What follows belongs to an exercise in optimizing a design on an open flow for small area and a short achievable clock period; a production flow would make more cautious choices.
Function was checked by simulation only, so behaviour that the tests miss may differ from the original.

Setup of nickel:
==> module debug_top, before the edit <==
module debug_top (
    input  logic            clk,
    input  logic            rst_n,
    input  logic [60:0]     dm_req,
    input  logic            trig,
    input  logic            eb,
    output logic [35:0]     dm_rsp,
    output logic            debug,
    output logic            halted,
    output logic            step_en,
    output logic [31:0]     pc
);
    logic        halt_req, resume_req, exec, transfer, wr;
    logic [7:0]  cmdtype;
    logic [15:0] regno;
    logic [31:0] data;
    assign halt_req   = dm_req[60];
    assign resume_req = dm_req[59];
    assign exec       = dm_req[58];
    assign cmdtype    = dm_req[57:50];
    assign transfer   = dm_req[49];
    assign wr         = dm_req[48];
    assign regno      = dm_req[47:32];
    assign data       = dm_req[31:0];
    logic s_run, s_halt, s_res, s_abs;
    logic debug_q, halted_q;
    logic a_q, e_q;
    logic step_q, ebm_q;
    logic [2:0]  cause_q;
    logic [31:0] dpc_q, pc_q;
    logic [31:0] pc_next;
    logic [3:0] wa_q;
    logic [7:0] wb_q;
    logic [3:0] dec_hi;
    logic [7:0] dec_lo;
    logic wd_q, wp_q, exc_q;
    logic [31:0] gpr [1:31];
    logic entry, ns_run, ns_halt, ns_res, ns_abs;
    logic step_n, ebm_n;
    logic is_gpr, is_dcsr, is_dpc, aar;
    logic use_pc;
    logic [2:0] cause_n;
    logic debug_i;
    assign debug_i = !resume_req && (a_q || (s_run && (trig || halt_req)) || (e_q && eb));
    assign entry   = debug_i && !debug_q;
    dbg_port u_dbg (
        .resume_req (resume_req),
        .halt_req   (halt_req),
        .trig       (trig),
        .eb         (eb),
        .a_q        (a_q),
        .s_run      (s_run),
        .e_q        (e_q),
        .debug      (debug)
    );
    assign ns_abs  = rst_n && s_halt && !resume_req && exec;
    assign ns_res  = rst_n && s_halt && resume_req;
    assign ns_halt = rst_n && ((s_run && debug_i) || s_abs || (s_halt && !resume_req && !exec));
    assign ns_run  = !rst_n || s_res || (s_run && !debug_i);
    assign step_n = !rst_n ? 1'b0 : (wd_q ? data[2]  : step_q);
    assign ebm_n  = !rst_n ? 1'b0 : (wd_q ? data[15] : ebm_q);
    assign is_gpr  = regno[15:5] == 11'h080;
    assign is_dcsr = regno == 16'h07B0;
    assign is_dpc  = regno == 16'h07B1;
    assign aar     = ns_abs && (cmdtype == 8'd0) && transfer;
    assign pc_next = pc_q + 32'd4;
    always_comb begin
        if (trig)                 cause_n = 3'd2;
        else if (eb && ebm_q)     cause_n = 3'd1;
        else if (halt_req)        cause_n = 3'd3;
        else                      cause_n = 3'd4;
    end
    assign use_pc = trig || (eb && (ebm_q || halt_req));
    always_ff @(posedge clk) begin
        s_run    <= ns_run;
        s_halt   <= ns_halt;
        s_res    <= ns_res;
        s_abs    <= ns_abs;
        debug_q  <= rst_n && debug_i;
        halted_q <= rst_n && (halted_q || (debug_i && ns_halt)) && !ns_res;
        a_q      <= rst_n && (debug_i || (ns_run && step_n));
        e_q      <= rst_n && ns_run && ebm_n;
        step_q   <= step_n;
        ebm_q    <= ebm_n;
        for (int j = 0; j < 4; j++) begin
            wa_q[j] <= aar && wr && is_gpr && dec_hi[j];
        end
        for (int k = 0; k < 8; k++) begin
            wb_q[k] <= dec_lo[k];
        end
        wd_q      <= aar && wr && is_dcsr;
        wp_q      <= aar && wr && is_dpc;
        exc_q     <= aar && !(is_gpr || is_dcsr || is_dpc);
    end
    always_ff @(posedge clk) begin
        if (!rst_n) begin
            cause_q <= 3'd0;
        end else if (entry) begin
            cause_q <= cause_n;
        end
    end
    always_ff @(posedge clk) begin
        if (!rst_n) begin
            pc_q <= 32'd0;
        end else if (s_run && !debug_i) begin
            pc_q <= pc_next;
        end else if (s_res) begin
            pc_q <= dpc_q;
        end
    end
    always_ff @(posedge clk) begin
        if (entry) begin
            dpc_q <= use_pc ? pc_q : pc_next;
        end else if (wp_q) begin
            dpc_q <= data;
        end
    end
    logic [31:0] gd0, gd1;
    assign gd0 = data & {32{rst_n}};
    assign gd1 = data | {32{!rst_n}};
    always_ff @(posedge clk) begin
        for (int i = 1; i < 32; i++) begin
            if (!rst_n || (wa_q[i >> 3] && wb_q[i & 7])) begin
                for (int b = 0; b < 32; b++) begin
                    gpr[i][b] <= ((b % 8) < 5 && ((i >> (b % 8)) & 1) != 0) ? gd1[b] : gd0[b];
                end
            end
        end
    end
    logic [31:0] rdn, rdn_q;
    logic [31:0] rsel;
    logic [32*32-1:0] rin;
    logic sel_dcsr;
    always_comb begin
        rin[31:0] = dpc_q;
        for (int i = 1; i < 32; i++) begin
            rin[i*32 +: 32] = gpr[i];
        end
    end
    rd_dec u_dec (
        .r12  (regno[12]),
        .idx  (regno[4:0]),
        .sel  (rsel),
        .dsel (sel_dcsr),
        .hi   (dec_hi),
        .lo   (dec_lo)
    );
    rd_mux u_rd (
        .sel  (rsel),
        .din  (rin),
        .dsel (sel_dcsr),
        .dcsr ({1'b0, 1'b1, 14'd0, ebm_q, 6'd0, cause_q, 3'd0, step_q, 2'd0}),
        .qn   (rdn)
    );
    always_ff @(posedge clk) begin
        rdn_q <= rdn;
    end
    assign halted  = halted_q;
    assign step_en = step_q;
    assign pc      = pc_q;
    assign dm_rsp  = {halted_q, s_abs, exc_q, 1'b0, ~rdn_q};
endmodule
==> module rd_dec, before the edit <==
module rd_dec (
    input  logic        r12,
    input  logic [4:0]  idx,
    output logic [31:0] sel,
    output logic        dsel,
    output logic [3:0]  hi,
    output logic [7:0]  lo
);
    always_comb begin
        for (int j = 0; j < 4; j++) hi[j] = r12 && (idx[4:3] == 2'(j));
        for (int k = 0; k < 8; k++) lo[k] = idx[2:0] == 3'(k);
        sel[0] = !r12 && idx[0];
        for (int i = 1; i < 32; i++) sel[i] = hi[i >> 3] && lo[i & 7];
    end
    assign dsel = !r12 && !idx[0];
endmodule
clock: 5.5 ns
lec_check: 0
cap_margin: 20
core_margin: 2
core_utilization: 40
cts_buf_list: sky130_fd_sc_hd__clkbuf_16
cts_cluster_diameter: 100
cts_cluster_size: 24
setup_slack_margin: 2.9
slew_margin: 20
synth_hierarchical: 1
synth_minimum_keep_size: 0
standard.sh (not shown) runs the stock make flow with config.mk's settings and CLKGATE_MAP_FILE= SYNTH_SCRIPT=/design/flow/synth_recipe.tcl, a recipe that flattens the netlist after the stock synthesis.
==> flow/flow/run.sh <==
#!/bin/bash
# Standard layout, with plain buffers on the ports instead of the delay
# buffers that buffer_ports picks by default.
set -e
export BUFFER_PORTS_ARGS="-buffer_cell sky130_fd_sc_hd__buf_2"
bash standard.sh > standard.log 2>&1
diff inputs: nickel => yarrow
-- flow/design.v --
<<< nickel, line 100
    logic [3:0] wa_q;
    logic [7:0] wb_q;
    logic [3:0] dec_hi;
    logic [7:0] dec_lo;
    logic wd_q, wp_q, exc_q;
    logic [31:0] gpr [1:31];
>>> yarrow, line 100
    logic [3:0] wa_q;
    logic [7:0] wb_q;
    logic wd_q, wp_q, exc_q;
    logic [31:0] gpr [1:31];
<<< nickel, line 132
    assign is_dpc  = regno == 16'h07B1;
    assign aar     = ns_abs && (cmdtype == 8'd0) && transfer;
    assign pc_next = pc_q + 32'd4;
    always_comb begin
        if (trig)                 cause_n = 3'd2;
>>> yarrow, line 130
    assign is_dpc  = regno == 16'h07B1;
    assign aar     = ns_abs && (cmdtype == 8'd0) && transfer;
    logic [32:2] pc_cy;
    always_comb begin
        pc_next[1:0] = pc_q[1:0];
        pc_cy[2] = 1'b1;
        for (int k = 2; k < 32; k++) begin
            pc_next[k]  = pc_q[k] ^ pc_cy[k];
            pc_cy[k+1]  = pc_cy[k] & pc_q[k];
        end
    end
    always_comb begin
        if (trig)                 cause_n = 3'd2;
<<< nickel, line 152
        ebm_q    <= ebm_n;
        for (int j = 0; j < 4; j++) begin
            wa_q[j] <= aar && wr && is_gpr && dec_hi[j];
        end
        for (int k = 0; k < 8; k++) begin
            wb_q[k] <= dec_lo[k];
        end
        wd_q      <= aar && wr && is_dcsr;
>>> yarrow, line 158
        ebm_q    <= ebm_n;
        for (int j = 0; j < 4; j++) begin
            wa_q[j] <= aar && wr && is_gpr && (regno[4:3] == 2'(j));
        end
        for (int k = 0; k < 8; k++) begin
            wb_q[k] <= regno[2:0] == 3'(k);
        end
        wd_q      <= aar && wr && is_dcsr;
<<< nickel, line 210
        .idx  (regno[4:0]),
        .sel  (rsel),
        .dsel (sel_dcsr),
        .hi   (dec_hi),
        .lo   (dec_lo)
    );
    rd_mux u_rd (
>>> yarrow, line 216
        .idx  (regno[4:0]),
        .sel  (rsel),
        .dsel (sel_dcsr)
    );
    rd_mux u_rd (
<<< nickel, line 233
    input  logic [4:0]  idx,
    output logic [31:0] sel,
    output logic        dsel,
    output logic [3:0]  hi,
    output logic [7:0]  lo
);
    always_comb begin
        for (int j = 0; j < 4; j++) hi[j] = r12 && (idx[4:3] == 2'(j));
>>> yarrow, line 237
    input  logic [4:0]  idx,
    output logic [31:0] sel,
    output logic        dsel
);
    logic [3:0] hi;
    logic [7:0] lo;
    always_comb begin
        for (int j = 0; j < 4; j++) hi[j] = r12 && (idx[4:3] == 2'(j));
--- outcome ---
A top routing layer in use of met4 is what yarrow shows, while met5 belongs to nickel.
[compare] base=nickel new=yarrow: core utilization +0.46 points, post-synthesis instance total -111, total track usage -1.1 points, non-clock buffer count -about 3%, first-iteration DRC count -11%.
Min total length of routed wires across nickel and yarrow: yarrow
Run comparison: nickel destination of the critical timing path rdn_q[20]; yarrow destination of the critical timing path dpc_q[31]
Final cell count on yarrow is down relative to nickel.

re-timing with driven ports:
The results above use ideal ports. As a check the final layouts listed here were re-extracted and re-timed, cells and wires unchanged. Step 1 assumes that a clkbuf_16 drives the clock port and a buf_2 every other input. Step 2 times the ports against the registers' clock, not the clock port: input delays grow and output delays shrink by t, the midpoint of the rising clock arrivals with the driver on. a / b / c = no drivers / after step 1 / after step 2; a / b = the first two.
run	t (ns)	setup WS [ns]	worst slew at a driven data input, ns
nickel	0.722	2.759 / 2.796 / 2.074	0.07
yarrow	0.706	0.166 / 0.166 / 0.166	0.06
After both steps setup and hold are still met in every run listed. For nickel, which loses most, drivers alone change the setup slack by +0.037 ns; drivers and shift together by -0.685 ns.
